Context: an optimization exercise on an open-source flow, tuned for small area, a short achievable clock period and few clock cycles per item. The choices shown serve that exercise and are no tape-out recipe. At most, simulation tests tie the RTL to the original design; equivalence was not proved. The RTL of run 8 was laid out without a check of its function. No activity file was given, so power comes from the tool's default toggle rates.

[design/flow/design.v]
package preprocess_pkg;
    localparam int unsigned NUM_ENTRY_DEFAULT = 36;
    localparam int unsigned WW_DEFAULT        = 5;
    localparam int unsigned OW_DEFAULT        = 6;
    typedef enum logic {
        IDLE = 1'b0,
        SCAN = 1'b1
    } state_t;
endpackage
module first_one_finder #(
    parameter int unsigned N = 36
) (
    input  logic [N-1:0] vec,
    output logic [N-1:0] first,
    output logic [N-1:0] rest,
    output logic         le1
);
    localparam int unsigned LG = (N > 1) ? $clog2(N) : 1;
    logic [LG:0][N-1:0] pre;
    logic [N-1:0]       below;   
    always_comb begin
        pre[0] = vec;
        for (int k = 0; k < LG; k++) begin
            for (int i = 0; i < N; i++) begin
                if (i >= (1 << k)) pre[k+1][i] = pre[k][i] | pre[k][i-(1<<k)];
                else               pre[k+1][i] = pre[k][i];
            end
        end
        below = {pre[LG][N-2:0], 1'b0};
        first = vec & ~below;
        rest  = vec & below;
        le1   = ~|rest;
    end
endmodule
module filter_compactor #(
    parameter  int unsigned NUM_ENTRY = preprocess_pkg::NUM_ENTRY_DEFAULT,
    parameter  int unsigned WW        = preprocess_pkg::WW_DEFAULT,
    parameter  int unsigned OW        = preprocess_pkg::OW_DEFAULT,
    localparam int unsigned IW        = $clog2(NUM_ENTRY),
    localparam int unsigned CW        = $clog2(NUM_ENTRY + 1)
) (
    input  logic                    clk,
    input  logic                    reset,
    input  logic                    in_valid,
    output logic                    in_ready,
    input  logic [NUM_ENTRY-1:0]    in_bit,
    input  logic [NUM_ENTRY*WW-1:0] in_weight,
    input  logic [NUM_ENTRY*OW-1:0] in_out,
    input  logic [NUM_ENTRY-1:0]    in_drop,
    output logic                    out_valid,
    input  logic                    out_ready,
    output logic                    out_bit,
    output logic [WW-1:0]           out_weight,
    output logic [OW-1:0]           out_out,
    output logic [IW-1:0]           out_index,
    output logic                    out_last,
    output logic [CW-1:0]           kept_count,
    output logic                    frame_empty
);
    localparam int unsigned DW = 1 + WW + OW;               
    localparam int unsigned EW = DW + IW + 1;               
    localparam int unsigned GA  = 4;
    localparam int unsigned NA  = (NUM_ENTRY + GA - 1) / GA;   
    localparam int unsigned AW  = $clog2(GA + 1);
    localparam int unsigned GB  = 3;
    localparam int unsigned NB  = (NA + GB - 1) / GB;          
    localparam int unsigned BW  = $clog2(GA * GB + 1);
    logic [NUM_ENTRY-1:0]  keep;
    logic                  all_drop;
    logic [NA-1:0][AW-1:0] cnt_a_d, cnt_a;
    logic [NB-1:0][BW-1:0] cnt_b_d, cnt_b;
    logic [CW-1:0]         cnt;            
    logic                  cnt_le1;        
    logic [NB-1:0]         b_lsb;
    logic                  b_big, b_two;
    logic                  held;           
    logic                  drop_pre;       
    always_comb begin
        keep     = ~in_drop;
        all_drop = &in_drop;
        for (int g = 0; g < NA; g++) begin
            cnt_a_d[g] = '0;
            for (int j = 0; j < GA; j++) begin
                if (g * GA + j < NUM_ENTRY) cnt_a_d[g] = cnt_a_d[g] + AW'(keep[g*GA+j]);
            end
        end
        for (int g = 0; g < NB; g++) begin
            cnt_b_d[g] = '0;
            for (int j = 0; j < GB; j++) begin
                if (g * GB + j < NA) cnt_b_d[g] = cnt_b_d[g] + BW'(cnt_a[g*GB+j]);
            end
        end
        cnt   = '0;
        b_big = 1'b0;
        b_two = 1'b0;
        for (int g = 0; g < NB; g++) begin
            cnt      = cnt + CW'(cnt_b[g]);
            b_lsb[g] = cnt_b[g][0];
            b_big    = b_big | (|cnt_b[g][BW-1:1]);
        end
        for (int g = 0; g < NB; g++) begin
            for (int h = g + 1; h < NB; h++) begin
                b_two = b_two | (b_lsb[g] & b_lsb[h]);
            end
        end
        cnt_le1 = ~b_big & ~b_two;
    end
    always_ff @(posedge clk) begin
        drop_pre <= all_drop;
        cnt_a <= cnt_a_d;
        cnt_b <= cnt_b_d;
    end
    logic [NUM_ENTRY-1:0]    bit_q;
    logic [NUM_ENTRY*WW-1:0] weight_q;
    logic [NUM_ENTRY*OW-1:0] out_q;
    logic [NUM_ENTRY-1:0]    sel_q;        
    logic [NUM_ENTRY-1:0]    mask;         
    logic                    pend;         
    logic                    mask_zero;    
    logic [CW-1:0]           rem;          
    logic                    ld;           
    logic [NUM_ENTRY-1:0] in_first, first_pre;
    logic [NUM_ENTRY-1:0] m_first, m_rest;
    first_one_finder #(.N(NUM_ENTRY)) u_in_finder (
        .vec(keep), .first(in_first), .rest(), .le1()
    );
    always_ff @(posedge clk) begin
        first_pre <= in_first;
    end
    first_one_finder #(.N(NUM_ENTRY)) u_mask_finder (
        .vec(mask), .first(m_first), .rest(m_rest), .le1()
    );
    always_ff @(posedge clk) begin
        if (ld) begin
            bit_q    <= in_bit;
            weight_q <= in_weight;
            out_q    <= in_out;
        end
    end
    logic          sv;                     
    logic [EW-1:0] skid;
    logic          push;                   
    logic [EW-1:0] pushed;
    logic [DW-1:0] p_data;
    logic [IW-1:0] p_idx;
    logic          out_free;               
    always_comb begin
        push     = pend & ~sv;
        out_free = ~out_valid | out_ready;
        p_data   = '0;
        p_idx    = '0;
        for (int i = 0; i < NUM_ENTRY; i++) begin
            p_data = p_data | ({DW{sel_q[i]}} &
                     {bit_q[i], weight_q[i*WW +: WW], out_q[i*OW +: OW]});
            p_idx  = p_idx | (sel_q[i] ? IW'(i) : IW'(0));
        end
        pushed = {p_data, p_idx, mask_zero};
    end
    logic [EW-1:0] out_cur, out_nxt;
    always_comb begin
        out_cur = {out_bit, out_weight, out_out, out_index, out_last};
        out_nxt = ({EW{out_free &  sv}} & skid) |
                  ({EW{out_free & ~sv}} & pushed) |
                  ({EW{~out_free}}      & out_cur);
    end
    always_ff @(posedge clk) begin
        {out_bit, out_weight, out_out, out_index, out_last} <= out_nxt;
        skid <= ({EW{push & ~out_free}}    & pushed) |
                ({EW{~(push & ~out_free)}} & skid);
    end
    logic acc, acc_full;
    logic pend_d, mask_zero_d, sv_d, ld_d;
    logic [CW-1:0] rem_d;
    always_comb begin
        acc      = in_valid & in_ready;
        acc_full = acc & ld;
        sv_d = sv ? ~out_free : (push & ~out_free);
        if (acc_full) begin
            pend_d      = ~drop_pre;
            rem_d       = cnt;
            mask_zero_d = cnt_le1;
        end else if (push) begin
            pend_d      = ~mask_zero;
            rem_d       = rem - CW'(1);
            mask_zero_d = (rem == CW'(2));
        end else begin
            pend_d      = pend;
            rem_d       = rem;
            mask_zero_d = mask_zero;
        end
        ld_d = ~pend_d | (~sv_d & mask_zero_d);
    end
    always_ff @(posedge clk) begin
        sel_q <= ({NUM_ENTRY{ld}}          & first_pre) |
                 ({NUM_ENTRY{~ld &  push}} & m_first) |
                 ({NUM_ENTRY{~ld & ~push}} & sel_q);
        mask  <= ({NUM_ENTRY{ld}}          & keep & ~first_pre) |
                 ({NUM_ENTRY{~ld &  push}} & m_rest) |
                 ({NUM_ENTRY{~ld & ~push}} & mask);
        mask_zero <= mask_zero_d;
        rem       <= rem_d;
    end
    always_ff @(posedge clk or posedge reset) begin
        if (reset) begin
            pend        <= 1'b0;
            sv          <= 1'b0;
            ld          <= 1'b1;
            in_ready    <= 1'b0;
            held        <= 1'b0;
            out_valid   <= 1'b0;
            kept_count  <= '0;
            frame_empty <= 1'b0;
        end else begin
            pend        <= pend_d;
            sv          <= sv_d;
            ld          <= ld_d;
            held        <= in_valid & ~acc;
            in_ready    <= in_valid & ~acc & ((held & ld_d) | all_drop);
            if (out_free) out_valid <= sv | push;
            if (acc) kept_count <= drop_pre ? '0 : cnt;
            frame_empty <= acc & drop_pre;
        end
    end
endmodule
[design/flow/flow/run.sh]
#!/bin/bash
# Layout flow: the standard ORFS flow (standard.sh) unchanged, except that
# the port buffers are the smallest buffer cell (buf_1) instead of the cell
# buffer_ports picks by default. Every input and output still gets a buffer.
# The full output of the flow goes to standard.log in the work folder; ORFS
# keeps each step's own log under orfs/logs/.
set -euo pipefail
bash standard.sh finish "BUFFER_PORTS_ARGS=-buffer_cell sky130_fd_sc_hd__buf_1" > standard.log 2>&1
[design/flow/standard.sh]
#!/bin/bash
# synth_recipe.tcl (not shown) runs the flow's synth.tcl, then flattens the netlist and writes it again
# the make line also repeats each setting of config.mk as NAME=value (left out here)
make -C /OpenROAD-flow-scripts/flow DESIGN_CONFIG=/design/flow/config.mk WORK_HOME=/design/flow/orfs CLKGATE_MAP_FILE= SYNTH_SCRIPT=/design/flow/synth_recipe.tcl "${@:-finish}"
[design/flow/config.mk]
export PLATFORM = sky130hd
export DESIGN_NAME = filter_compactor
export DESIGN_NICKNAME = filter_compactor
export VERILOG_FILES = /design/flow/design.v
export SDC_FILE = /design/flow/constraint.sdc
export NUM_CORES = 4
export LEC_CHECK = 0
export CAP_MARGIN = 20
export CORE_MARGIN = 2
export CORE_UTILIZATION = 55
export CTS_CLUSTER_DIAMETER = 100
export CTS_CLUSTER_SIZE = 30
export SETUP_SLACK_MARGIN = 3.6
export SLEW_MARGIN = 20
[design/flow/constraint.sdc]
create_clock -name core_clock -period 6.0 [get_ports {clk}]
set_input_delay 1.2000 -clock core_clock [delete_from_list [all_inputs] [get_ports {clk}]]
set_output_delay 1.2000 -clock core_clock [all_outputs]
set_load 0.01 [all_outputs]
==> impl_metrics.yaml, run 1 <==
power_and_ir_drop:
  p_leak_nw: 9.978
  p_seq_frac: 0.568
  p_switching_w: 0.003661
  clkPwrFrac: 0.191
  power_frac_comb: 0.241
  powerDensity_nw_per_um2: 404.6
  switching_share: 0.3251
  peakVddDrop_uv: 262.2
  p_int_w: 0.007599
sta:
  fin_crit_sh: 0.3951
  fin_ws_ns: 3.629
  fmax_mhz: 421.8
  relSlewSlack: 0.1505
  fin_tns_setup_ns: 0
  slew_viol_final: 0
  finalSetupViolations: 0
  worst_pin_slew_ns: 1.274
  hold_viol_final: 0
  fin_crit_ns: 2.371
  skew_ns: 0.03087
  rsz0062_at_grt: "true"
status:
  status: "timing/DRC/antenna clean"
clock_network:
  cts-root-buf: "clkbuf_16"
  htree_levels: 1
  cts_buffer_depth: 3
  cts_buffers: 25
  cts.sinks: 638
  path_clk_slew_ns: 0.12
  cts_hold_buf: 0
  clock_latency_ns: 0.63
  cts_tree: "built"
final_layout:
  stdcell_count: 2811
  finalInstanceArea_sq_um: 27830
  area_delta_synth_final_pct: 15.50
  final_nets: 2732
  nFillCells: 3433
  multiInputGateArea_sq_um: 6260
  drive_above_1_share: 0.06814
  register_area_sq_um: 17420
logic_synthesis:
  synthCells: 1694
  synth_area_per_cell_sq_um: 14.23
  synth_cell_types: 55
  synth_seq_area_share: 0.7226
  ys.flop_type: "edfxtp_1"
  yosysWarnings: 2
  netlist_area_sq_um: 24100
  synthArstFlopShare: 0.02038
  synth.net_count: 2228
  synth-edff-count: 457
  ys_seq_elements: 638
route:
  num_vias: 17020
  drt-initial-drc-count: 2055
  antenna_left: 0
  vias_per_cell: 6.055
  wl_per_cell_microns: 28.11
  drtPass1Iterations: 6
  routed_wirelength_mm: 79.03
  drc_errors: 0
floorplanning:
  initial_core_util: 0.5582
  die_y_microns: 213.3
  coreArea_sq_um: 43170
  io_pins: 500
  dieArea_sq_um: 45510
  std_cell_rows: 76
  fp.dieW_microns: 213.3
worst_hold_path:
  hold_path_class: "reg2reg"
  hp-start: "first_pre[31]"
placed_design:
  placed_area_sq_um: 26840
  place.gp.congestion: 0.9157
  portBuffers: 499
  dp_hpwl_mm: 57.44
  dpl_worst_slack_ns: 2.813
  dpl.cell_count: 2747
critical_path:
  path_buf_inv: 1
  worstReg2RegStart: "sel_q[0]"
  worstPathCellList: "buf_4, a22oi_1, nand4_1, nor4_1, nand2_1"
  path_max_fanout: 9
  cp_data_required_time_ns: 6.36
  critical-path-top-delay-family: "simple AND/OR/NAND/NOR gates"
  worst-endpoint-arrival_ns: 2.73
  critical_path.startpoint: "sel_q[0]"
  max_stage_delay_ns: 0.50
  worstSetupEndpointType: "flop"
  critPathKind: "reg2reg"
  crit_path_top_delay_cell: "dfxtp_1"
  startpoint_type: "flop"
grt:
  antenna_found_initial: 16
  grt_max_degree: 192
  grt_pass1_wl_mm: 108.8
  grt_pass1_vias: 16540
  grtUsageTotal: 0.3385
  overflow: 0
run:
  cap_violations: 0
==> cells in the mapped netlist (25+ instances only) <==
cell type,number,area share
o21ai_0,61,0.013
edfxtp_1,457,0.57
ha_1,36,0.019
nand2_1,135,0.021
inv_1,80,0.012
nor2_1,46,0.0072
dfxtp_1,168,0.14
nand4_1,46,0.012
nor4_1,60,0.016
nand3_1,25,0.0052
fa_1,26,0.022
a22oi_1,221,0.069
clkbuf_1,73,0.011
nor3_1,37,0.0077
a21oi_1,42,0.0087
==> layout make-up <==
type | count | area share
inverter | 80 | 0.01092
clock inverter | 2 | 0.001394
antenna | 10 | 0.0008991
clock buffer | 43 | 0.02490
multi-input combinational | 901 | 0.2249
timing repair inverter | 1 | 0.0001798
timing repair buffer | 551 | 0.08465
tap | 585 | 0.02630
sequential | 638 | 0.6258
==> stage by stage <==
step                        util  hold WS [ns]  total power [W]
after floorplan                -        0.4111         0.008015
after global placement    0.6218        0.4350         0.009008
after detailed placement  0.6218        0.4397         0.009092
after CTS                 0.6414        0.4554          0.01120
after global routing      0.6445        0.4707          0.01173
final                     0.6447        0.4524          0.01126
==> sequential cells by signal, indices dropped and copies added (netlist names), 12 cells and up, named ones only <==
register and cells:
out_q 216, weight_q 180, bit_q 36, first_pre 36, mask 36, sel_q 36
cnt_a 27, cnt_b 12
==> cells in the final DEF (no fill, tap or decap), types with 5 or more instances in the layout <==
cell	instances
buf_1	480
fa_1	26
o32ai_1	9
nand3_1	24
nand3b_1	13
ha_1	36
clkbuf_16	26
diode_2	10
edfxtp_1	457
nand2_1	132
nor2b_1	5
or3_1	10
mux2i_1	6
buf_4	46
nor3b_1	6
nand4_1	46
a21oi_1	40
dfxtp_1	166
dfrtp_1	12
a31oi_1	6
buf_2	15
o31ai_1	8
a31o_2	11
nand2b_1	13
nor4_1	54
nor2_1	41
o21ai_1	17
nor3_2	5
nor4_2	6
nor3_1	33
inv_1	79
clkbuf_1	18
xnor2_1	5
o21ai_0	44
a22oi_1	221
==> path summary, 6_finish.rpt <==
kind                            slack, ns       endpoint  cells past startpoint
worst max-delay path                 3.63           flop                      5
min in group asynchronous            0.58  kept_count[1]                      2
max in group asynchronous            5.06             ld                      2
worst max register to register       3.63           flop                      5
worst min-delay path                 0.45       mask[31]                      1
worst min register to register       0.45       mask[31]                      1
==> metal layers <==
| layer | GRT usage | wire length (microns) | up-vias |
|---|---|---|---|
| li1 | - | - | 7555 |
| met5 | 0 | 91 | - |
| met1 | 0.4465 | 30030 | 8383 |
| met4 | 0.09171 | 2481 | 14 |
| met2 | 0.5708 | 38610 | 929 |
| met3 | 0.07369 | 7812 | 140 |
==> kinds of logic (layout without fill, tap and decap cells) <==
logic type,Yosys count,count (layout),share of synthesized area
AOI/OAI and AO/OA,400,400,0.1159
xor gates and xnor gates,9,9,0.003271
adders and majority gates,62,62,0.04029
buffers and inverters,155,677,0.02419
DFF,638,638,0.7226
muxes,6,6,0.002492
other,0,10,0
and+or+nand+nor,424,424,0.09128
==> timing repair <==
action                     CTS  global route
pin swaps                    2             2
setup endpoints to repair  220           190
buffers inserted             5             3
resized for setup           28            20
cloned                       1             0
==> power by group through the flow <==
stage          sequential (W)  clock (W)  combinational, W
3_3_place_gp          0.00646          0           0.00255
5_1_grt               0.00647    0.00229           0.00297
3_5_place_dp          0.00649          0           0.00260
2_1_floorplan         0.00661          0           0.00140
6_report              0.00640    0.00215           0.00272
4_1_cts               0.00639    0.00216           0.00265
Testbench counts, summed over its fixed seeds: cycles 29,335, items 29,100.
==> run 2, diff against run 1 <==
--- a/design/flow/config.mk
+++ b/design/flow/config.mk
@@ -7,8 +7,8 @@
 export LEC_CHECK = 0
 export CAP_MARGIN = 20
 export CORE_MARGIN = 2
-export CORE_UTILIZATION = 55
+export CORE_UTILIZATION = 65
 export CTS_CLUSTER_DIAMETER = 100
 export CTS_CLUSTER_SIZE = 30
-export SETUP_SLACK_MARGIN = 3.6
+export SETUP_SLACK_MARGIN = 3.9
 export SLEW_MARGIN = 20
==> impl_metrics.yaml, run 2 <==
status:
  status: "timing/DRC/antenna clean"
sta:
  slew_viol_final: 0
  skew_ns: 0.02665
  fin_tns_setup_ns: 0
  finalSetupViolations: 0
  fin_crit_sh: 0.3883
  fin_crit_ns: 2.330
  worst_pin_slew_ns: 1.078
  relSlewSlack: 0.2804
  fmax_mhz: 429.3
  rsz0062_at_grt: "true"
  hold_slack_ns: 0.4475
  hold_viol_final: 0
critical_path:
  worstSetupEndpointType: "output port"
  path_max_fanout: 2
  critical-path-top-delay-family: "flip-flops"
  path_buf_inv: 1
  cp_data_required_time_ns: 4.80
  startpoint_type: "flop"
  worst-endpoint-arrival_ns: 1.13
  critPathKind: "reg2out"
  crit_path_top_delay_cell: "dfrtp_1"
  worstPathCellList: "clkbuf_2"
  rrSetupSlack_ns: 3.76
  max_stage_delay_ns: 0.41
clock_network:
  clock_latency_ns: 0.60
  htree_levels: 1
  cts.sinks: 638
  cts-root-buf: "clkbuf_16"
  cts_tree: "built"
  path_clk_slew_ns: 0.12
  cts_buffers: 25
  cts_buffer_depth: 3
  cts_hold_buf: 0
logic_synthesis:
  yosysWarnings: 2
  synth_common_cells: "457 x edfxtp_1, 221 x a22oi_1, 168 x dfxtp_1"
  synth.net_count: 2228
  synth-edff-count: 457
  synthArstFlopShare: 0.02038
  synthCells: 1694
  ys.flop_type: "edfxtp_1"
  synth_top_area_cell: "edfxtp_1"
  ys_top_cells_by_area: "edfxtp_1 57%, dfxtp_1 14%, a22oi_1 6.9%, fa_1 2.2%, nand2_1 2.1%"
  synth_cell_types: 55
  synth_area_per_cell_sq_um: 14.23
  yosysMostFrequentCell: "edfxtp_1"
  synth_seq_area_share: 0.7226
  synth_top_area_share: 0.5695
  ys_seq_elements: 638
  netlist_area_sq_um: 24100
floorplanning:
  coreArea_sq_um: 36520
  fp.dieW_microns: 196.5
  std_cell_rows: 70
  dieArea_sq_um: 38630
  die_y_microns: 196.5
  initial_core_util: 0.6598
  io_pins: 500
final_layout:
  final_common_cell: "edfxtp_1"
  finalCoreUtilization: 0.7837
  register_area_sq_um: 17470
  nFillCells: 2224
  final_cell_mix: "457 x edfxtp_1, 453 x buf_1, 221 x a22oi_1, 132 x nand2_1, 132 x dfxtp_1"
  largest_reg_flops: 216
  final_nets: 2755
  stdcell_count: 2720
  drive_above_1_share: 0.1389
  largest_registers: "out_q: 216 flops, weight_q: 180 flops"
  area_delta_synth_final_pct: 18.78
  top_register: "out_q"
  multiInputGateArea_sq_um: 6653
route:
  num_vias: 17610
  antenna_left: 0
  drt-initial-drc-count: 1993
  drtPass1Iterations: 6
  vias_per_cell: 6.474
  routed_wirelength_mm: 78.47
  wl_per_cell_microns: 28.85
  drc_errors: 0
placed_design:
  place.gp.congestion: 0.9170
  dpl.cell_count: 2623
  portBuffers: 499
  dp_hpwl_mm: 54.95
worst_hold_path:
  hold_path_class: "reg2reg"
grt:
  overflow: 0
  antenna_found_initial: 13
  grt_pass1_wl_mm: 108.8
  grt_max_degree: 170
  grt_pass1_vias: 17360
  grtUsageTotal: 0.3937
power_and_ir_drop:
  powerDensity_nw_per_um2: 406.8
  p_leak_nw: 10.38
  peakVddDrop_uv: 373.9
  finalPower_w: 0.01164
run:
  cap_violations: 0
run 2: cells by family after synthesis:
group,Yosys count,synth area share
xor+xnor,9,0.003271
fa+ha+maj,62,0.04029
flops,638,0.7226
mux,6,0.002492
simple gates,424,0.09128
compound gates,400,0.1159
buf+inv,155,0.02419
run 2: area by class of cell:
| type | count | area share |
|---|---|---|
| Tap cell | 468 | 0.02046 |
| Antenna cell | 13 | 0.001137 |
| Inverter | 80 | 0.01303 |
| Multi-Input combinational cell | 902 | 0.2324 |
| Clock buffer | 43 | 0.02422 |
| Clock inverter | 2 | 0.001355 |
| Sequential cell | 638 | 0.6104 |
| Timing Repair Buffer | 574 | 0.09704 |
run 2: worst paths after layout:
kind                               startpoint       endpoint  depth (start not counted)
worst max-delay path                out_valid      out_valid                          1
worst min-delay path            first_pre[16]       mask[16]                          1
worst max register to register             sv      sel_q[21]                          5
worst min register to register  first_pre[16]       mask[16]                          1
max in group asynchronous               reset             sv                          2
min in group asynchronous               reset  kept_count[3]                          2
run 2: timing repair:
item	CTS	global route
gates cloned	1	2
pin swaps	27	36
endpoints found under the setup margin	561	288
buffers inserted	22	14
gates resized for setup	142	80
run 2: power by group:
group	switching [W]	internal (W)	total, W
logic	0.00192	0.00114	0.00306
registers	0.000586	0.00590	0.00649
clock network	0.00129	0.000812	0.00210
run 2: routing by layer:
layer	vias up	wire length, microns	GRT usage
met5	-	45	0
met4	8	4219	0.1821
met3	231	9939	0.09771
met2	1222	38030	0.6571
met1	8553	26240	0.4890
li1	7594	-	-
run 2: per-stage QoR:
stage	worst slack [ns]	instance area (sq um)
2_1_floorplan	1.400	24470
3_3_place_gp	3.019	26800
3_5_place_dp	2.989	26800
4_1_cts	3.645	28170
5_1_grt	3.633	28620
6_report	3.670	28620
==> run 3, diff against run 2 <==
--- a/design/flow/config.mk
+++ b/design/flow/config.mk
@@ -7,8 +7,8 @@
 export LEC_CHECK = 0
 export CAP_MARGIN = 20
 export CORE_MARGIN = 2
-export CORE_UTILIZATION = 65
+export CORE_UTILIZATION = 72
 export CTS_CLUSTER_DIAMETER = 100
 export CTS_CLUSTER_SIZE = 30
-export SETUP_SLACK_MARGIN = 3.9
+export SETUP_SLACK_MARGIN = 3.7
 export SLEW_MARGIN = 20
==> impl_metrics.yaml, run 3 <==
grt:
  grt_util_met2: 0.7202
  top_usage_layer: "met2"
  grt_max_degree: 213
  grt_use_met1: 0.5319
  grtUsageTotal: 0.4464
  grt_pass1_vias: 17910
  overflow: 0
  gr-usage-met3: 0.1285
  grt_pass1_wl_mm: 112.6
  antenna_found_initial: 19
logic_synthesis:
  ys_seq_elements: 638
  synth_common_cells: "457 x edfxtp_1, 221 x a22oi_1, 168 x dfxtp_1"
  synth_cell_types: 55
  synthMuxAreaShare: 0.002492
  synth_seq_area_share: 0.7226
  ys_top_cells_by_area: "edfxtp_1 57%, dfxtp_1 14%, a22oi_1 6.9%, fa_1 2.2%, nand2_1 2.1%"
  yosysMostFrequentCell: "edfxtp_1"
  synth_xor_area_frac: 0.003271
  synth_top_area_cell: "edfxtp_1"
  synthCells: 1694
  synth_compound_area_frac: 0.1159
  synthArstFlopShare: 0.02038
  ys.flop_type: "edfxtp_1"
  synthAdderAreaFrac: 0.04029
  synth_area_per_cell_sq_um: 14.23
  synth-simple-area-share: 0.09128
  synth_top_family_by_area: "compound AO/OA/AOI/OAI gates"
  synth_top_area_share: 0.5695
  yosysWarnings: 2
  synth.net_count: 2228
  synth-edff-count: 457
  netlist_area_sq_um: 24100
route:
  routed_wirelength_mm: 80.44
  drtPass1Iterations: 6
  drc_errors: 0
  wl_per_cell_microns: 30.03
  drt-initial-drc-count: 3054
  antenna_left: 0
  vias_per_cell: 6.827
  num_vias: 18290
sta:
  fin_tns_setup_ns: 0
  skew_ns: 0.04103
  fin_crit_sh: 0.3895
  slew_viol_final: 0
  worst_pin_slew_ns: 1.224
  fin_crit_ns: 2.337
  hold_viol_final: 0
  finalSetupViolations: 0
  rsz0062_at_grt: "true"
  fmax_mhz: 427.9
  hold_slack_ns: 0.4582
  relSlewSlack: 0.1829
final_layout:
  largest_registers: "out_q: 216 flops, weight_q: 180 flops"
  finalInstanceArea_sq_um: 27850
  stdcell_count: 2679
  drive_above_1_share: 0.08476
  top_register: "out_q"
  largest_reg_flops: 216
  final_cell_mix: "469 x buf_1, 457 x edfxtp_1, 220 x a22oi_1, 145 x dfxtp_1, 132 x nand2_1"
  final_nets: 2733
  final_common_cell: "buf_1"
  area_delta_synth_final_pct: 15.55
placed_design:
  dp_hpwl_mm: 55.90
  place.gp.congestion: 0.9473
  portBuffers: 499
  dpl.cell_count: 2589
  placed_area_sq_um: 26560
clock_network:
  htree_levels: 1
  path_clk_slew_ns: 0.12
  cts_hold_buf: 0
  clock_latency_ns: 0.61
  cts_buffers: 25
  cts_buffer_depth: 3
  cts.sinks: 638
  cts-root-buf: "clkbuf_16"
  cts_tree: "built"
power_and_ir_drop:
  p_leak_nw: 10.09
  peakVddDrop_uv: 367.1
  powerDensity_nw_per_um2: 411.7
critical_path:
  worst-endpoint-arrival_ns: 1.14
  max_stage_delay_ns: 0.42
  critical-path-top-delay-family: "flip-flops"
  crit_path_top_delay_cell: "dfrtp_1"
  path_buf_inv: 1
  startpoint_type: "flop"
  worstPathCellList: "clkbuf_2"
  cp_data_required_time_ns: 4.80
  critPathKind: "reg2out"
  path_max_fanout: 2
  worstSetupEndpointType: "output port"
floorplanning:
  die_y_microns: 186.9
  fp.dieW_microns: 186.9
  dieArea_sq_um: 34950
  initial_core_util: 0.7351
  io_pins: 500
  std_cell_rows: 66
  coreArea_sq_um: 32780
run:
  cap_violations: 0
worst_hold_path:
  hold_path_class: "reg2reg"
status:
  status: "timing/DRC/antenna clean"
run 3: cell counts after synthesis:
Identical to the previous run, type by type.
run 3: power breakdown:
part	leakage (nW)	switching [W]	total, W	internal [W]
Sequential	6.23	0.000616	0.00653	0.00591
Clock	0.347	0.00131	0.00212	0.000814
Combinational	3.52	0.00183	0.00282	0.000984
Total	10.1	0.00376	0.0115	0.00771
run 3: layout make-up:
| cell class | count | area, sq um |
|---|---|---|
| well taps | 442 | 553.0 |
| inverters | 80 | 300.3 |
| flip-flops and latches | 638 | 17450 |
| diodes | 19 | 47.55 |
| fillers | 1639 | 4938 |
| clock inverters | 2 | 38.79 |
| clock buffers | 44 | 696.9 |
| repair buffers | 553 | 2450 |
| multi-input cells | 901 | 6310 |
run 3: final timing paths:
check	slack [ns]	start	cells after the start	endpoint
min in group asynchronous	0.60	reset	2	out_valid
max	3.66	kept_count[3]	1	kept_count[3]
min	0.46	first_pre[12]	1	mask[12]
max in group asynchronous	5.01	reset	2	sv
min reg2reg	0.46	first_pre[12]	1	mask[12]
max reg2reg	3.67	sv	5	mask[18]
run 3: repair_timing:
item                       4_1_cts  5_1_grt
resized for setup               66       47
pin swaps                        4        7
setup buffers                   12       12
cloned                           0        1
setup endpoints to repair      134       67
run 3: logic make-up after synthesis:
family / after synthesis
xor gates and xnor gates: 9
AOI/OAI and AO/OA: 400
muxes: 6
buffers and inverters: 155
adders and majority gates: 62
and+or+nand+nor: 424
DFF: 638
run 3: metrics by stage:
| step | total power, W | utilization | setup slack (ns) |
|---|---|---|---|
| finish | 0.01146 | 0.8494 | 3.663 |
| global placement | 0.008904 | 0.8102 | 2.932 |
| detailed placement | 0.009060 | 0.8102 | 2.856 |
| global route | 0.01182 | 0.8494 | 3.589 |
| floorplan | 0.008019 | - | 1.400 |
| CTS | 0.01119 | 0.8406 | 3.670 |
run 3: layer usage:
layer | part of all wire | up-vias
met1 | 0.31 | 8566
met4 | 0.078 | 0
li1 | - | 7560
met3 | 0.15 | 370
met5 | 0 | -
met2 | 0.47 | 1793
==> run 4, diff against run 3 <==
--- a/design/flow/config.mk
+++ b/design/flow/config.mk
@@ -10,5 +10,6 @@
 export CORE_UTILIZATION = 72
 export CTS_CLUSTER_DIAMETER = 100
 export CTS_CLUSTER_SIZE = 30
+export PLACE_DENSITY = 0.8
 export SETUP_SLACK_MARGIN = 3.7
 export SLEW_MARGIN = 20
==> impl_metrics.yaml, run 4 <==
sta:
  hold_viol_final: 0
  fmax_mhz: 413.6
  fin_crit_ns: 2.418
  rsz0062_at_grt: "true"
  worst_pin_slew_ns: 1.345
  fin_tns_setup_ns: 0
  relSlewSlack: 0.1019
  fin_crit_sh: 0.4030
  slew_viol_final: 0
  finalSetupViolations: 0
  skew_ns: 0.04090
logic_synthesis:
  synth_area_per_cell_sq_um: 14.23
  synthArstFlopShare: 0.02038
  ys.flop_type: "edfxtp_1"
  synth_top_area_cell: "edfxtp_1"
  synth-edff-count: 457
  synth.net_count: 2228
  yosysWarnings: 2
  ys_top_cells_by_area: "edfxtp_1 57%, dfxtp_1 14%, a22oi_1 6.9%, fa_1 2.2%, nand2_1 2.1%"
  ys_seq_elements: 638
  synth_seq_area_share: 0.7226
  yosysMostFrequentCell: "edfxtp_1"
  synthCells: 1694
  synth_top_area_share: 0.5695
  netlist_area_sq_um: 24100
  synth_common_cells: "457 x edfxtp_1, 221 x a22oi_1, 168 x dfxtp_1"
  synth_cell_types: 55
clock_network:
  path_clk_slew_ns: 0.11
  cts_tree: "built"
  cts_buffers: 25
  cts_buffer_depth: 3
  cts-root-buf: "clkbuf_16"
  cts.sinks: 638
  clock_latency_ns: 0.61
  htree_levels: 1
grt:
  overflow: 0
  grt_max_degree: 159
  grt_util_met2: 0.7156
  top_usage_layer: "met2"
  gr-usage-met3: 0.1101
  grt_pass1_vias: 17800
  grt_pass1_wl_mm: 111.3
  grtUsageTotal: 0.4401
  grt_use_met1: 0.5398
  antenna_found_initial: 26
route:
  drtPass1Iterations: 8
  antenna_left: 0
  drc_errors: 0
  wl_per_cell_microns: 29.35
  routed_wirelength_mm: 79.09
  num_vias: 18260
  vias_per_cell: 6.774
  drt-initial-drc-count: 3054
critical_path:
  worstSetupEndpointType: "flop"
  startpoint_type: "flop"
  critPathKind: "reg2reg"
  worst-endpoint-arrival_ns: 2.73
  path_max_fanout: 13
  cp_data_required_time_ns: 6.32
final_layout:
  final_nets: 2746
  largest_registers: "out_q: 216 flops, weight_q: 180 flops"
  register_area_sq_um: 17440
  final_common_cell: "buf_1"
  multiInputGateArea_sq_um: 6350
  drive_above_1_share: 0.09009
  area_delta_synth_final_pct: 16.18
  finalCoreUtilization: 0.8540
  nFillCells: 1625
  top_register: "out_q"
  final_cell_mix: "471 x buf_1, 457 x edfxtp_1, 221 x a22oi_1, 149 x dfxtp_1, 132 x nand2_1"
  largest_reg_flops: 216
  finalInstanceArea_sq_um: 28000
power_and_ir_drop:
  power_frac_comb: 0.248
  p_switching_w: 0.003748
  switching_share: 0.3273
  p_int_w: 0.007705
  peakVddDrop_uv: 361.7
  finalPower_w: 0.01145
  p_leak_nw: 10.18
  powerDensity_nw_per_um2: 409.1
  p_seq_frac: 0.568
  clkPwrFrac: 0.184
floorplanning:
  initial_core_util: 0.7351
  io_pins: 500
  die_y_microns: 186.9
  dieArea_sq_um: 34950
  std_cell_rows: 66
  fp.dieW_microns: 186.9
  coreArea_sq_um: 32780
placed_design:
  placed_area_sq_um: 26600
  place.gp.congestion: 0.9659
  dp_hpwl_mm: 55.81
  portBuffers: 499
status:
  status: "timing/DRC/antenna clean"
worst_hold_path:
  hold_path_class: "reg2reg"
run:
  cap_violations: 0
==> run 4: cell counts after synthesis <==
Identical to the previous run, type by type.
==> run 4: power groups by stage <==
stage	registers, W	clock network [W]	logic, W
floorplan	0.00661	0	0.00141
global placement	0.00651	0	0.00240
detailed placement	0.00657	0	0.00249
CTS	0.00645	0.00209	0.00261
global route	0.00655	0.00223	0.00305
finish	0.00650	0.00211	0.00284
==> run 4: kinds of logic after synthesis <==
group	Yosys count	share of synthesized area
simple gates	424	0.09128
fa+ha+maj	62	0.04029
flops	638	0.7226
buf+inv	155	0.02419
xor+xnor	9	0.003271
mux	6	0.002492
compound gates	400	0.1159
==> run 4: area by class of cell <==
type | instances | share of cell area
Timing Repair Buffer | 566 | 0.09148
Inverter | 80 | 0.01073
Antenna cell | 22 | 0.001966
Multi-Input combinational cell | 901 | 0.2268
Clock inverter | 2 | 0.001385
Clock buffer | 44 | 0.02489
Sequential cell | 638 | 0.6230
Tap cell | 442 | 0.01975
==> run 4: critical path, stage by stage (launching register included) <==
cell and delay [ns]:
dfxtp_1 0.42, buf_4 0.28, a22oi_1 0.49, nand2_1 0.12, nor4_2 0.72, nand2_1 0.12
==> run 4: layer usage <==
layer,share of wire,up-vias
met2,0.47,1702
met1,0.31,8596
met4,0.071,10
met5,0.00087,-
li1,-,7591
met3,0.15,358
==> run 4: stage by stage <==
step,instances,setup slack [ns],hold slack (ns)
CTS,2651,3.664,0.4649
detailed placement,2595,2.833,0.4497
global placement,2595,2.954,0.4438
finish,2695,3.582,0.4549
floorplan,1694,1.400,0.4111
global route,2694,3.637,0.4840
==> run 4: worst paths after layout <==
check                      slack (ns)  cells past startpoint          start       end
max                              3.58                      5      sel_q[33]      flop
min reg2reg                      0.45                      1  first_pre[12]  mask[12]
max reg2reg                      3.58                      5      sel_q[33]      flop
max in group asynchronous        4.99                      2          reset      pend
min                              0.45                      1  first_pre[12]  mask[12]
min in group asynchronous        0.62                      2          reset      held
==> run 4: repair_timing <==
item / in CTS / in global routing
buffers inserted: 10 / 20
gates cloned: 0 / 1
setup endpoints to repair: 478 / 112
gates resized for setup: 50 / 55
hold buffers: 0 / 0
pin swaps: 3 / 13
==> run 5, diff against run 4 <==
--- a/design/flow/config.mk
+++ b/design/flow/config.mk
@@ -5,11 +5,11 @@
 export SDC_FILE = /design/flow/constraint.sdc
 export NUM_CORES = 4
 export LEC_CHECK = 0
+export ABC_AREA = 1
 export CAP_MARGIN = 20
 export CORE_MARGIN = 2
-export CORE_UTILIZATION = 72
+export CORE_UTILIZATION = 65
 export CTS_CLUSTER_DIAMETER = 100
 export CTS_CLUSTER_SIZE = 30
-export PLACE_DENSITY = 0.8
 export SETUP_SLACK_MARGIN = 3.7
 export SLEW_MARGIN = 20
==> impl_metrics.yaml, run 5 <==
logic_synthesis:
  synth_top_area_share: 0.5462
  netlist_area_sq_um: 25120
  yosysWarnings: 2
  ys_seq_elements: 638
  ys_top_cells_by_area: "edfxtp_1 55%, dfxtp_1 13%, nand2_1 11%, inv_1 2.7%, nor2_1 2.2%"
  synthArstFlopShare: 0.02038
  synthCells: 2232
  ys.flop_type: "edfxtp_1"
  yosysMostFrequentCell: "nand2_1"
  synth_cell_types: 49
  synth-edff-count: 457
  synth.net_count: 2766
  synth_common_cells: "739 x nand2_1, 457 x edfxtp_1, 183 x inv_1"
  synth_area_per_cell_sq_um: 11.26
  synth_top_area_cell: "edfxtp_1"
  synth_seq_area_share: 0.6931
power_and_ir_drop:
  powerDensity_nw_per_um2: 432.4
  finalPower_w: 0.01241
  p_leak_nw: 11.00
  peakVddDrop_uv: 377.4
sta:
  relSlewSlack: 0.2005
  slew_viol_final: 0
  fmax_mhz: 423.1
  fin_crit_ns: 2.363
  finalSetupViolations: 0
  rsz0062_at_grt: "true"
  fin_crit_sh: 0.3939
  hold_viol_final: 0
  skew_ns: 0.02284
  fin_tns_setup_ns: 0
  worst_pin_slew_ns: 1.198
critical_path:
  path_buf_inv: 1
  worstSetupEndpointType: "output port"
  crit_path_top_delay_cell: "dfrtp_2"
  cp_data_required_time_ns: 4.80
  critical-path-top-delay-family: "flip-flops"
  path_max_fanout: 2
  worst-endpoint-arrival_ns: 1.16
  critPathKind: "reg2out"
  worstPathCellList: "buf_6"
  startpoint_type: "flop"
  max_stage_delay_ns: 0.45
run:
  cap_violations: 0
floorplanning:
  initial_core_util: 0.6547
  dieArea_sq_um: 40240
  io_pins: 500
  die_y_microns: 200.6
  coreArea_sq_um: 38380
  std_cell_rows: 72
  fp.dieW_microns: 200.6
final_layout:
  top_register: "out_q"
  area_delta_synth_final_pct: 14.23
  final_cell_mix: "737 x nand2_1, 471 x buf_1, 457 x edfxtp_1, 181 x inv_1, 150 x dfxtp_1"
  nFillCells: 2708
  final_nets: 3263
  largest_registers: "out_q: 216 flops, weight_q: 180 flops"
  stdcell_count: 3287
  drive_above_1_share: 0.06041
  final_common_cell: "nand2_1"
  largest_reg_flops: 216
route:
  drtPass1Iterations: 5
  vias_per_cell: 5.789
  wl_per_cell_microns: 23.97
  routed_wirelength_mm: 78.80
  num_vias: 19030
  antenna_left: 0
  drt-initial-drc-count: 2199
  drc_errors: 0
clock_network:
  cts_buffer_depth: 3
  cts_buffers: 25
  cts-root-buf: "clkbuf_16"
  cts.sinks: 638
  cts_tree: "built"
  htree_levels: 1
  path_clk_slew_ns: 0.11
  cts_hold_buf: 0
  clock_latency_ns: 0.61
worst_hold_path:
  hold_path_class: "reg2reg"
grt:
  grt_pass1_wl_mm: 113.8
  antenna_found_initial: 21
  grt_max_degree: 188
  overflow: 0
  grtUsageTotal: 0.3889
  grt_pass1_vias: 18650
placed_design:
  place.gp.congestion: 0.9601
  dpl.cell_count: 3214
  portBuffers: 499
  dp_hpwl_mm: 58.73
status:
  status: "timing/DRC/antenna clean"
-- run 5: cell count changes after synthesis, sizes merged, moves of 46 or more --
cell and delta:
nand2 +611, nor4 -46, a22oi -216, inv +111, nor2 +119, nand3 +80
-- run 5: timing repair --
item	4_1_cts	5_1_grt
setup buffers	3	3
resized for setup	54	38
setup endpoints to repair	177	126
endpoints found under the hold margin	0	0
-- run 5: power breakdown --
group / leakage [nW] / internal [W] / switching (W)
Combinational: 4.56 / 0.000975 / 0.00229
Clock: 0.347 / 0.000816 / 0.00130
Sequential: 6.10 / 0.00635 / 0.000684
-- run 5: routing by layer --
| metal | share of wire | vias up | GRT usage |
|---|---|---|---|
| met5 | 0.00065 | - | 0 |
| met4 | 0.050 | 8 | 0.1765 |
| met3 | 0.11 | 229 | 0.07321 |
| met2 | 0.48 | 1207 | 0.6425 |
| met1 | 0.36 | 9043 | 0.5070 |
| li1 | - | 8543 | - |
-- run 5: stage by stage --
stage / worst slack, ns / util / area (sq um) / hold WS, ns
after floorplan: 1.706 / - / 25210 / 0.4110
after global placement: 3.126 / 0.7206 / 27650 / 0.4284
after detailed placement: 3.096 / 0.7206 / 27650 / 0.4298
after CTS: 3.624 / 0.7433 / 28520 / 0.4465
after global routing: 3.607 / 0.7475 / 28690 / 0.4777
final: 3.637 / 0.7478 / 28700 / 0.4422
-- run 5: final timing paths --
kind,start,to,slack [ns],cells after the start
min in group asynchronous,reset,out_valid,0.60,2
hold / removal,first_pre[23],mask[23],0.44,1
hold reg to reg,first_pre[23],mask[23],0.44,1
max in group asynchronous,reset,in_ready,5.01,2
setup / recovery,in_ready,in_ready,3.64,1
setup reg to reg,ld,out_q[78],3.74,1
-- run 5: final cells by class --
type                       count  area [sq um]  area share
antenna                       21         52.55    0.001831
tap                          518         648.1     0.02258
clock buffer                  44         696.9     0.02428
multi-input combinational   1340          6789      0.2366
sequential                   638         17440      0.6077
timing repair buffer         533          2315     0.08065
inverter                     191         719.4     0.02507
clock inverter                 2         38.79    0.001351
-- run 5: kinds of logic (layout without fill, tap and decap cells) --
family,after synthesis,count (layout),synth area share
mux,1,1,0.0003984
flops,638,638,0.6931
compound gates,98,98,0.02625
xor+xnor,8,8,0.002789
fa+ha+maj,62,62,0.03865
other cells,0,21,0
buf+inv,254,770,0.03954
simple gates,1171,1171,0.1993
==> run 6, diff against run 5 <==
--- a/design/flow/config.mk
+++ b/design/flow/config.mk
@@ -5,7 +5,6 @@
 export SDC_FILE = /design/flow/constraint.sdc
 export NUM_CORES = 4
 export LEC_CHECK = 0
-export ABC_AREA = 1
 export CAP_MARGIN = 20
 export CORE_MARGIN = 2
 export CORE_UTILIZATION = 65
==> impl_metrics.yaml, run 6 <==
placed_design:
  dp_hpwl_mm: 55.02
  placed_area_sq_um: 26670
  portBuffers: 499
  dpl.cell_count: 2626
  place.gp.congestion: 0.9589
final_layout:
  final_common_cell: "buf_1"
  finalCoreUtilization: 0.7663
  final_cell_mix: "472 x buf_1, 457 x edfxtp_1, 221 x a22oi_1, 148 x dfxtp_1, 132 x nand2_1"
  drive_above_1_share: 0.08535
  area_delta_synth_final_pct: 16.14
  largest_reg_flops: 216
  top_register: "out_q"
  final_nets: 2741
  finalInstanceArea_sq_um: 27990
  largest_registers: "out_q: 216 flops, weight_q: 180 flops"
  stdcell_count: 2713
critical_path:
  startpoint_type: "flop"
  max_stage_delay_ns: 0.41
  cp_data_required_time_ns: 4.80
  critPathKind: "reg2out"
  critical_path.startpoint: "in_ready"
  worstSetupEndpointType: "output port"
  worstReg2RegStart: "sv"
  path_max_fanout: 2
  crit_path_top_delay_cell: "dfrtp_1"
  rrSetupSlack_ns: 3.66
  worst-endpoint-arrival_ns: 1.14
  path_buf_inv: 1
  critical-path-top-delay-family: "flip-flops"
  worstPathCellList: "clkbuf_2"
logic_synthesis:
  synth_xor_area_frac: 0.003271
  yosysMostFrequentCell: "edfxtp_1"
  synthArstFlopShare: 0.02038
  ys_top_cells_by_area: "edfxtp_1 57%, dfxtp_1 14%, a22oi_1 6.9%, fa_1 2.2%, nand2_1 2.1%"
  synth_top_family_by_area: "compound AO/OA/AOI/OAI gates"
  synth.net_count: 2228
  ys_seq_elements: 638
  synth-edff-count: 457
  synth_area_per_cell_sq_um: 14.23
  synth-simple-area-share: 0.09128
  synth_top_area_cell: "edfxtp_1"
  ys.flop_type: "edfxtp_1"
  synth_top_area_share: 0.5695
  synth_cell_types: 55
  synthAdderAreaFrac: 0.04029
  yosysWarnings: 2
  netlist_area_sq_um: 24100
  synthMuxAreaShare: 0.002492
  synthCells: 1694
  synth_common_cells: "457 x edfxtp_1, 221 x a22oi_1, 168 x dfxtp_1"
  synth_seq_area_share: 0.7226
  synth_compound_area_frac: 0.1159
sta:
  fin_crit_ns: 2.344
  fmax_mhz: 426.7
  hold_viol_final: 0
  finalSetupViolations: 0
  fin_crit_sh: 0.3906
  hold_slack_ns: 0.4533
  rsz0062_at_grt: "true"
  relSlewSlack: 0.2542
  slew_viol_final: 0
  fin_tns_setup_ns: 0
  worst_pin_slew_ns: 1.117
  skew_ns: 0.02468
grt:
  grt_pass1_wl_mm: 107.5
  antenna_found_initial: 17
  grt_pass1_vias: 16800
  overflow: 0
  grt_max_degree: 192
  grtUsageTotal: 0.3907
route:
  routed_wirelength_mm: 77.14
  num_vias: 17480
  antenna_left: 0
  wl_per_cell_microns: 28.43
  vias_per_cell: 6.443
  drc_errors: 0
  drt-initial-drc-count: 2023
  drtPass1Iterations: 8
clock_network:
  cts-root-buf: "clkbuf_16"
  cts_buffers: 25
  htree_levels: 1
  clock_latency_ns: 0.60
  cts.sinks: 638
  path_clk_slew_ns: 0.12
  cts_tree: "built"
  cts_buffer_depth: 3
floorplanning:
  coreArea_sq_um: 36520
  fp.dieW_microns: 196.5
  dieArea_sq_um: 38630
  io_pins: 500
  std_cell_rows: 70
  initial_core_util: 0.6598
  die_y_microns: 196.5
power_and_ir_drop:
  powerDensity_nw_per_um2: 406.4
  peakVddDrop_uv: 347.0
  p_leak_nw: 10.16
status:
  status: "timing/DRC/antenna clean"
worst_hold_path:
  hold_path_class: "reg2reg"
  hp-start: "first_pre[7]"
run:
  cap_violations: 0
[run 6: cell types whose count changed after synthesis, moves of 35 or more]
cell | previous run | this run
nor2_1 | 145 | 46
a22oi_1 | 5 | 221
nand3_1 | 103 | 25
clkbuf_1 | 31 | 73
o21ai_0 | 21 | 61
nand2_1 | 739 | 135
inv_1 | 183 | 80
nor4_1 | 14 | 60
nand4_1 | 83 | 46
a21oi_1 | 7 | 42
[run 6: path summary, 6_finish.rpt]
check,endpoint,cells after the start
max,in_ready,1
min,mask[7],1
max reg2reg,mask[17],5
min reg2reg,mask[7],1
max in group asynchronous,ld,2
min in group asynchronous,out_valid,2
[run 6: final cells by class]
type | instances | area, sq um
flip-flops and latches | 638 | 17440
multi-input cells | 901 | 6304
well taps | 468 | 585.6
clock inverters | 2 | 38.79
inverters | 80 | 300.3
diodes | 19 | 47.55
repair buffers | 561 | 2572
fillers | 2308 | 8536
clock buffers | 44 | 696.9
[run 6: kinds of logic (layout without fill, tap and decap cells)]
group           Yosys count  after routing
fa+ha+maj                62             62
buf+inv                 155            687
flops                   638            638
xor+xnor                  9              9
simple gates            424            424
mux                       6              6
other cells               0             19
compound gates          400            400
[run 6: timing repair]
action / in CTS / in global routing
cloned: 0 / 1
endpoints found under the setup margin: 172 / 298
resized for setup: 59 / 56
buffers inserted: 11 / 10
pin swaps: 3 / 5
hold buffers: 0 / 0
[run 6: report_power, final]
part           internal, W  switching (W)  total [W]
logic              0.00101        0.00178    0.00278
clock network     0.000815        0.00130    0.00211
registers          0.00589       0.000586    0.00648
[run 6: per-stage QoR]
stage | total power, W | setup slack, ns
after floorplan | 0.008019 | 1.400
after global placement | 0.008936 | 3.088
after detailed placement | 0.009057 | 2.948
after CTS | 0.01117 | 3.649
after global routing | 0.01182 | 3.611
final | 0.01137 | 3.657
[run 6: metal layers]
| metal | vias up | GRT usage | wire [microns] |
|---|---|---|---|
| li1 | 7578 | - | - |
| met1 | 8474 | 0.4965 | 26590 |
| met2 | 1197 | 0.6453 | 37280 |
| met4 | 8 | 0.1728 | 3810 |
| met5 | - | 0 | 51 |
| met3 | 222 | 0.09514 | 9407 |
==> run 7, diff against run 6 <==
--- a/design/flow/config.mk
+++ b/design/flow/config.mk
@@ -5,10 +5,10 @@
 export SDC_FILE = /design/flow/constraint.sdc
 export NUM_CORES = 4
 export LEC_CHECK = 0
-export CAP_MARGIN = 20
+export CAP_MARGIN = 5
 export CORE_MARGIN = 2
 export CORE_UTILIZATION = 65
 export CTS_CLUSTER_DIAMETER = 100
 export CTS_CLUSTER_SIZE = 30
 export SETUP_SLACK_MARGIN = 3.7
-export SLEW_MARGIN = 20
+export SLEW_MARGIN = 5
==> impl_metrics.yaml, run 7 <==
sta:
  slew_viol_final: 0
  fin_crit_ns: 2.353
  fmax_mhz: 425.0
  fin_crit_sh: 0.3922
  hold_viol_final: 0
  rsz0062_at_grt: "true"
  fin_tns_setup_ns: 0
  finalSetupViolations: 0
  relSlewSlack: 0.1048
  skew_ns: 0.02282
  worst_pin_slew_ns: 1.341
final_layout:
  stdcell_count: 2712
  largest_reg_flops: 216
  finalCoreUtilization: 0.7663
  final_cell_mix: "472 x buf_1, 457 x edfxtp_1, 221 x a22oi_1, 149 x dfxtp_1, 132 x nand2_1"
  drive_above_1_share: 0.08535
  final_common_cell: "buf_1"
  finalInstanceArea_sq_um: 27990
  final_nets: 2741
  area_delta_synth_final_pct: 16.14
  top_register: "out_q"
  largest_registers: "out_q: 216 flops, weight_q: 180 flops"
route:
  vias_per_cell: 6.461
  antenna_left: 0
  drc_errors: 0
  wl_per_cell_microns: 28.49
  routed_wirelength_mm: 77.27
  num_vias: 17520
  drtPass1Iterations: 6
  drt-initial-drc-count: 2138
grt:
  grt_pass1_vias: 16800
  grt_max_degree: 192
  grt_pass1_wl_mm: 107.5
  grtUsageTotal: 0.3907
  overflow: 0
  antenna_found_initial: 17
logic_synthesis:
  synth_top_area_cell: "edfxtp_1"
  yosysMostFrequentCell: "edfxtp_1"
  synth.net_count: 2228
  netlist_area_sq_um: 24100
  yosysWarnings: 2
  synth-edff-count: 457
  ys_top_cells_by_area: "edfxtp_1 57%, dfxtp_1 14%, a22oi_1 6.9%, fa_1 2.2%, nand2_1 2.1%"
  synth_cell_types: 55
  ys_seq_elements: 638
  synth_area_per_cell_sq_um: 14.23
  synth_top_area_share: 0.5695
  synthArstFlopShare: 0.02038
  synth_common_cells: "457 x edfxtp_1, 221 x a22oi_1, 168 x dfxtp_1"
  synthCells: 1694
  synth_seq_area_share: 0.7226
  ys.flop_type: "edfxtp_1"
floorplanning:
  io_pins: 500
  initial_core_util: 0.6598
  dieArea_sq_um: 38630
  std_cell_rows: 70
  die_y_microns: 196.5
  coreArea_sq_um: 36520
  fp.dieW_microns: 196.5
critical_path:
  max_stage_delay_ns: 0.42
  critPathKind: "reg2out"
  critical-path-top-delay-family: "flip-flops"
  worstSetupEndpointType: "output port"
  worstPathCellList: "clkbuf_2"
  startpoint_type: "flop"
  cp_data_required_time_ns: 4.80
  path_buf_inv: 1
  path_max_fanout: 2
  crit_path_top_delay_cell: "dfrtp_1"
  worst-endpoint-arrival_ns: 1.15
placed_design:
  place.gp.congestion: 0.9589
  placed_area_sq_um: 26670
  portBuffers: 499
  dp_hpwl_mm: 55.02
  dpl.cell_count: 2626
clock_network:
  htree_levels: 1
  cts_buffer_depth: 3
  cts_tree: "built"
  cts.sinks: 638
  clock_latency_ns: 0.60
  path_clk_slew_ns: 0.12
  cts-root-buf: "clkbuf_16"
  cts_hold_buf: 0
  cts_buffers: 25
power_and_ir_drop:
  peakVddDrop_uv: 350.1
  powerDensity_nw_per_um2: 406.8
  p_leak_nw: 10.16
run:
  cap_violations: 0
worst_hold_path:
  hold_path_class: "reg2reg"
status:
  status: "timing/DRC/antenna clean"
run 7: cell type report:
class	count	area, sq um
tap	468	585.6
clock inverter	2	38.79
inverter	80	300.3
timing repair buffer	561	2572
multi-input combinational	901	6309
clock buffer	44	696.9
antenna	18	45.04
fill	2315	8534
sequential	638	17440
run 7: worst paths after layout:
kind / start / endpoint / slack [ns] / cells after the start
worst min register to register: first_pre[7] / mask[7] / 0.46 / 1
worst max register to register: sv / mask[17] / 3.67 / 5
max in group asynchronous: reset / ld / 5.04 / 2
worst max-delay path: in_ready / in_ready / 3.65 / 1
worst min-delay path: first_pre[7] / mask[7] / 0.46 / 1
min in group asynchronous: reset / frame_empty / 0.60 / 2
run 7: logic make-up after synthesis:
family                     Yosys count  share of synthesized area
and+or+nand+nor                    424                    0.09128
DFF                                638                     0.7226
xor gates and xnor gates             9                   0.003271
adders and majority gates           62                    0.04029
muxes                                6                   0.002492
buffers and inverters              155                    0.02419
AOI/OAI and AO/OA                  400                     0.1159
run 7: per-stage QoR:
stage,setup WS [ns],power [W],hold slack [ns]
2_1_floorplan,1.400,0.008019,0.4111
3_3_place_gp,3.088,0.008936,0.4296
3_5_place_dp,2.948,0.009057,0.4414
4_1_cts,3.649,0.01117,0.4535
5_1_grt,3.611,0.01182,0.4714
6_report,3.647,0.01139,0.4575
run 7: where the power goes:
part	total, W	internal [W]	leakage (nW)	switching (W)
combinational	0.00279	0.00101	3.58	0.00178
sequential	0.00648	0.00589	6.23	0.000587
clock	0.00212	0.000816	0.347	0.00130
total	0.0114	0.00771	10.2	0.00367
run 7: metal layers:
layer / share of wire / GRT usage / vias to the layer above
met5: 0.00048 / 0 / -
met4: 0.051 / 0.1728 / 6
met3: 0.12 / 0.09514 / 224
met2: 0.48 / 0.6453 / 1206
met1: 0.34 / 0.4965 / 8505
li1: - / - / 7581
run 7: timing repair:
item | 4_1_cts | 5_1_grt
setup buffers | 11 | 10
cloned | 0 | 1
pin swaps | 3 | 5
setup endpoints to repair | 173 | 299
resized for setup | 59 | 57
==> run 8, diff against run 7 <==
--- a/design/flow/design.v
+++ b/design/flow/design.v
@@ -59,7 +59,7 @@
 );
     localparam int unsigned DW = 1 + WW + OW;               
     localparam int unsigned EW = DW + IW + 1;               
-    localparam int unsigned GA  = 4;
+    localparam int unsigned GA  = 6;
     localparam int unsigned NA  = (NUM_ENTRY + GA - 1) / GA;   
     localparam int unsigned AW  = $clog2(GA + 1);
     localparam int unsigned GB  = 3;
--- a/design/flow/config.mk
+++ b/design/flow/config.mk
@@ -5,10 +5,11 @@
 export SDC_FILE = /design/flow/constraint.sdc
 export NUM_CORES = 4
 export LEC_CHECK = 0
-export CAP_MARGIN = 5
+export CAP_MARGIN = 20
 export CORE_MARGIN = 2
 export CORE_UTILIZATION = 65
 export CTS_CLUSTER_DIAMETER = 100
 export CTS_CLUSTER_SIZE = 30
+export PLACE_DENSITY = 0.75
 export SETUP_SLACK_MARGIN = 3.7
-export SLEW_MARGIN = 5
+export SLEW_MARGIN = 20
==> impl_metrics.yaml, run 8 <==
worst_hold_path:
  holdPathStages: 1
  hp-start: "first_pre[5]"
  hold_path_end: "mask[5]"
  hold_path_class: "reg2reg"
power_and_ir_drop:
  powerDensity_nw_per_um2: 469.9
  clkPwrFrac: 0.158
  switching_share: 0.3522
  p_switching_w: 0.004551
  p_seq_frac: 0.563
  p_int_w: 0.008372
  power_frac_comb: 0.279
  peakVddDrop_uv: 308.0
  p_leak_nw: 9.632
clock_network:
  cts_buffers: 24
  path_clk_slew_ns: 0.11
  cts_tree: "built"
  clock_latency_ns: 0.58
  cts_hold_buf: 0
  cts.sinks: 627
  cts-root-buf: "clkbuf_16"
  htree_levels: 1
  cts_buffer_depth: 3
logic_synthesis:
  synth_seq_area_share: 0.7291
  synth_top_area_share: 0.5820
  synth.net_count: 2154
  synthCells: 1631
  ys_seq_elements: 627
  ys.flop_type: "edfxtp_1"
  synth_common_cells: "457 x edfxtp_1, 222 x a22oi_1, 157 x dfxtp_1"
  ys_top_cells_by_area: "edfxtp_1 58%, dfxtp_1 13%, a22oi_1 7.1%, fa_1 2.3%, nand2_1 1.6%"
  synthArstFlopShare: 0.02073
  synth_area_per_cell_sq_um: 14.46
  yosysMostFrequentCell: "edfxtp_1"
  synth_top_area_cell: "edfxtp_1"
  yosysWarnings: 2
  synth_cell_types: 59
  netlist_area_sq_um: 23580
  synth-edff-count: 457
grt:
  grtUsageTotal: 0.3926
  grt_max_degree: 188
  antenna_found_initial: 20
  overflow: 0
  grt_pass1_vias: 16800
  grt_pass1_wl_mm: 106.7
final_layout:
  area_delta_synth_final_pct: 16.64
  largest_registers: "out_q: 216 flops, weight_q: 180 flops"
  final_common_cell: "edfxtp_1"
  finalCoreUtilization: 0.7714
  top_register: "out_q"
  final_nets: 2666
  final_cell_mix: "457 x edfxtp_1, 449 x buf_1, 222 x a22oi_1, 137 x dfxtp_1, 101 x nand2_1"
  drive_above_1_share: 0.09671
  largest_reg_flops: 216
  stdcell_count: 2635
placed_design:
  portBuffers: 499
  dp_hpwl_mm: 54.86
  dpl.cell_count: 2552
  place.gp.congestion: 0.9156
route:
  wl_per_cell_microns: 28.99
  drc_errors: 0
  num_vias: 17050
  vias_per_cell: 6.471
  drt-initial-drc-count: 2142
  routed_wirelength_mm: 76.39
  drtPass1Iterations: 8
  antenna_left: 0
floorplanning:
  fp.dieW_microns: 194.5
  dieArea_sq_um: 37820
  coreArea_sq_um: 35660
  io_pins: 500
  initial_core_util: 0.6613
  die_y_microns: 194.5
  std_cell_rows: 69
critical_path:
  path_max_fanout: 2
  critPathKind: "in2reg"
  worstSetupEndpointType: "flop"
  rr_endpoint: "mask[31]"
  worst-endpoint-arrival_ns: 3.03
  startpoint_type: "primary input"
  reg2reg_depth: 6
  critical_path.startpoint: "in_drop[33]"
  rrSetupSlack_ns: 3.51
  worstReg2RegStart: "mask[21]"
  cp_data_required_time_ns: 6.52
sta:
  finalSetupViolations: 0
  fin_crit_sh: 0.4191
  fin_crit_ns: 2.515
  rsz0062_at_grt: "true"
  relSlewSlack: 0.1779
  fmax_mhz: 397.7
  worst_pin_slew_ns: 1.231
  slew_viol_final: 0
  hold_viol_final: 0
  fin_tns_setup_ns: 0
  skew_ns: 0.01311
status:
  status: "timing/DRC/antenna clean"
run:
  cap_violations: 0
[run 8: how the worst max path moves through the flow]
stage                      endpoint  depth (start not counted)
final                     cnt_a[16]                          6
after global placement     cnt_a[1]                          6
after CTS                 cnt_a[16]                          6
after floorplan            in_ready                          7
after global routing       mask[33]                          5
after detailed placement   cnt_a[1]                          6
[run 8: logic make-up (layout without fill, tap and decap cells)]
logic type	Yosys count	count (layout)	synth area share
adders and majority gates	51	51	0.03566
other	0	13	0
and+or+nand+nor	397	397	0.09031
DFF	627	627	0.7291
xor gates and xnor gates	9	9	0.003343
buffers and inverters	148	678	0.02361
AOI/OAI and AO/OA	391	391	0.1145
muxes	8	8	0.003449
[run 8: final cells by class]
class	count	area (sq um)
multi-input cells	856	6066
clock inverters	1	5.005
fillers	2236	8152
inverters	77	289.0
diodes	13	32.53
repair buffers	557	2616
clock buffers	43	693.2
flip-flops and latches	627	17230
well taps	461	576.8
[run 8: repair_timing]
item                       in CTS  in global routing
pin swaps                      19                  4
setup buffers                  18                  8
resized for setup             114                 54
setup endpoints to repair     484                296
[run 8: power groups by stage]
stage / combinational (W) / clock (W) / sequential, W
floorplan: 0.00173 / 0 / 0.00735
global placement: 0.00310 / 0 / 0.00730
finish: 0.00361 / 0.00204 / 0.00728
global route: 0.00385 / 0.00218 / 0.00735
detailed placement: 0.00320 / 0 / 0.00736
CTS: 0.00339 / 0.00203 / 0.00722
[run 8: through the flow]
step | cell area [sq um] | setup slack [ns] | total power (W) | hold slack (ns)
floorplan | 23700 | 1.692 | 0.009086 | 0.4069
global placement | 26100 | 2.758 | 0.01040 | 0.4306
detailed placement | 26100 | 2.712 | 0.01057 | 0.4461
CTS | 27230 | 3.497 | 0.01265 | 0.4609
global route | 27500 | 3.446 | 0.01338 | 0.4765
finish | 27500 | 3.485 | 0.01292 | 0.4606
[run 8: worst max-delay path, stage by stage]
cell and delay, ns:
buf_8 0.10, fa_1 0.49, fa_1 0.52, inv_1 0.05, ha_2 0.16, fa_2 0.52
[run 8: per-layer routing]
| metal | GRT usage | share of wire |
|---|---|---|
| met1 | 0.4892 | 0.33 |
| met2 | 0.6466 | 0.48 |
| met3 | 0.1064 | 0.13 |
| met4 | 0.1815 | 0.052 |
| met5 | 0 | 0.00092 |
==> run 9, diff against run 8 <==
--- a/design/flow/design.v
+++ b/design/flow/design.v
@@ -59,7 +59,7 @@
 );
     localparam int unsigned DW = 1 + WW + OW;               
     localparam int unsigned EW = DW + IW + 1;               
-    localparam int unsigned GA  = 6;
+    localparam int unsigned GA  = 4;
     localparam int unsigned NA  = (NUM_ENTRY + GA - 1) / GA;   
     localparam int unsigned AW  = $clog2(GA + 1);
     localparam int unsigned GB  = 3;
==> impl_metrics.yaml, run 9 <==
sta:
  fin_crit_sh: 0.3922
  rsz0062_at_grt: "true"
  fin_crit_ns: 2.353
  relSlewSlack: 0.1953
  fin_tns_setup_ns: 0
  slew_viol_final: 0
  worst_pin_slew_ns: 1.205
  hold_slack_ns: 0.4544
  hold_viol_final: 0
  finalSetupViolations: 0
  fmax_mhz: 424.9
  skew_ns: 0.03362
clock_network:
  cts_buffers: 25
  cts_tree: "built"
  path_clk_slew_ns: 0.11
  cts.sinks: 638
  cts_hold_buf: 0
  htree_levels: 1
  cts-root-buf: "clkbuf_16"
  clock_latency_ns: 0.60
  cts_buffer_depth: 3
final_layout:
  multiInputGateArea_sq_um: 6337
  stdcell_count: 2701
  area_delta_synth_final_pct: 16.17
  final_cell_mix: "469 x buf_1, 457 x edfxtp_1, 221 x a22oi_1, 150 x dfxtp_1, 132 x nand2_1"
  largest_reg_flops: 216
  nFillCells: 2356
  finalCoreUtilization: 0.7665
  drive_above_1_share: 0.08596
  top_register: "out_q"
  largest_registers: "out_q: 216 flops, weight_q: 180 flops"
  final_nets: 2738
  register_area_sq_um: 17440
  final_common_cell: "buf_1"
  finalInstanceArea_sq_um: 28000
critical_path:
  max_stage_delay_ns: 0.42
  critPathKind: "reg2out"
  worstPathCellList: "clkbuf_2"
  critical-path-top-delay-family: "flip-flops"
  worstSetupEndpointType: "output port"
  worst-endpoint-arrival_ns: 1.15
  path_max_fanout: 2
  path_buf_inv: 1
  crit_path_top_delay_cell: "dfrtp_1"
  startpoint_type: "flop"
  cp_data_required_time_ns: 4.80
logic_synthesis:
  ys_top_cells_by_area: "edfxtp_1 57%, dfxtp_1 14%, a22oi_1 6.9%, fa_1 2.2%, nand2_1 2.1%"
  yosysWarnings: 2
  yosysMostFrequentCell: "edfxtp_1"
  synth-edff-count: 457
  ys_seq_elements: 638
  ys.flop_type: "edfxtp_1"
  synth_cell_types: 55
  synth_top_area_share: 0.5695
  synth.net_count: 2228
  synth_common_cells: "457 x edfxtp_1, 221 x a22oi_1, 168 x dfxtp_1"
  synth_area_per_cell_sq_um: 14.23
  netlist_area_sq_um: 24100
  synth_seq_area_share: 0.7226
  synthArstFlopShare: 0.02038
  synth_top_area_cell: "edfxtp_1"
  synthCells: 1694
power_and_ir_drop:
  p_int_w: 0.007698
  clkPwrFrac: 0.186
  p_leak_nw: 10.17
  powerDensity_nw_per_um2: 406.2
  p_switching_w: 0.003674
  p_seq_frac: 0.569
  power_frac_comb: 0.245
  switching_share: 0.3230
  peakVddDrop_uv: 296.6
worst_hold_path:
  hold_path_class: "reg2reg"
floorplanning:
  io_pins: 500
  coreArea_sq_um: 36520
  std_cell_rows: 70
  die_y_microns: 196.5
  initial_core_util: 0.6598
  dieArea_sq_um: 38630
  fp.dieW_microns: 196.5
grt:
  grtUsageTotal: 0.3923
  grt_pass1_wl_mm: 107.9
  overflow: 0
  antenna_found_initial: 9
  grt_pass1_vias: 16970
  grt_max_degree: 237
placed_design:
  place.gp.congestion: 0.9593
  dpl.cell_count: 2622
  placed_area_sq_um: 26650
  dp_hpwl_mm: 55.48
  portBuffers: 499
status:
  status: "timing/DRC/antenna clean"
route:
  antenna_left: 0
  drt-initial-drc-count: 2011
  drc_errors: 0
  routed_wirelength_mm: 77.58
  vias_per_cell: 6.526
  num_vias: 17630
  drtPass1Iterations: 6
  wl_per_cell_microns: 28.72
run:
  cap_violations: 0
-- run 9: power groups by stage --
stage | combinational [W] | sequential [W] | clock (W)
after floorplan | 0.00141 | 0.00661 | 0
after global placement | 0.00241 | 0.00652 | 0
after detailed placement | 0.00247 | 0.00657 | 0
after CTS | 0.00265 | 0.00643 | 0.00210
after global routing | 0.00300 | 0.00654 | 0.00224
final | 0.00279 | 0.00648 | 0.00211
-- run 9: final cells by class --
type	count	share of cell area
Tap cell	468	0.02092
Antenna cell	11	0.0009832
Clock buffer	44	0.02489
Sequential cell	638	0.6230
Clock inverter	1	0.001073
Timing Repair Buffer	558	0.09193
Multi-Input combinational cell	901	0.2264
Inverter	80	0.01086
-- run 9: kinds of logic (layout without fill, tap and decap cells) --
group                    count (synthesis)  after routing  share of synthesized area
AND/OR/NAND/NOR                        424            424                    0.09128
multiplexers                             6              6                   0.002492
AO/OA/AOI/OAI                          400            400                     0.1159
flip-flops                             638            638                     0.7226
XOR/XNOR                                 9              9                   0.003271
other                                    0             11                          0
buffers and inverters                  155            683                    0.02419
adder cells (fa/ha/maj)                 62             62                    0.04029
-- run 9: final timing paths --
kind                            slack, ns  cells after the start           from         to
worst max register to register       3.68                      6             sv  sel_q[32]
worst min-delay path                 0.45                      1  first_pre[11]   mask[11]
worst max-delay path                 3.65                      1       in_ready   in_ready
max in group asynchronous            5.03                      2          reset         sv
worst min register to register       0.45                      1  first_pre[11]   mask[11]
min in group asynchronous            0.59                      2          reset       pend
-- run 9: metal layers --
layer | vias to the layer above | share of wire | global-route usage
met5 | - | 0.00044 | 0.005109
met4 | 4 | 0.051 | 0.1720
met3 | 264 | 0.13 | 0.09788
met2 | 1342 | 0.47 | 0.6387
met1 | 8447 | 0.34 | 0.5055
li1 | 7569 | - | -
-- run 9: through the flow --
step / worst slack, ns / total power [W]
final: 3.647 / 0.01137
after global routing: 3.571 / 0.01177
after CTS: 3.640 / 0.01118
after detailed placement: 2.801 / 0.009041
after global placement: 2.869 / 0.008935
after floorplan: 1.400 / 0.008019
-- run 9: worst register-to-register path: cells and delay by family (launching register included) --
kind | cells | cell delay [ns]
and+or+nand+nor | 3 | 1.27
DFF | 1 | 0.45
buffers and inverters | 2 | 0.37
AOI/OAI and AO/OA | 1 | 0.18
-- run 9: timing repair --
action,CTS,global route
gates resized for setup,62,44
pin swaps,5,7
setup buffers,12,7
cloned,1,2
setup endpoints to repair,437,241
Testbench counts of run 9, summed over its fixed seeds: cycles 29,335, items 29,100.
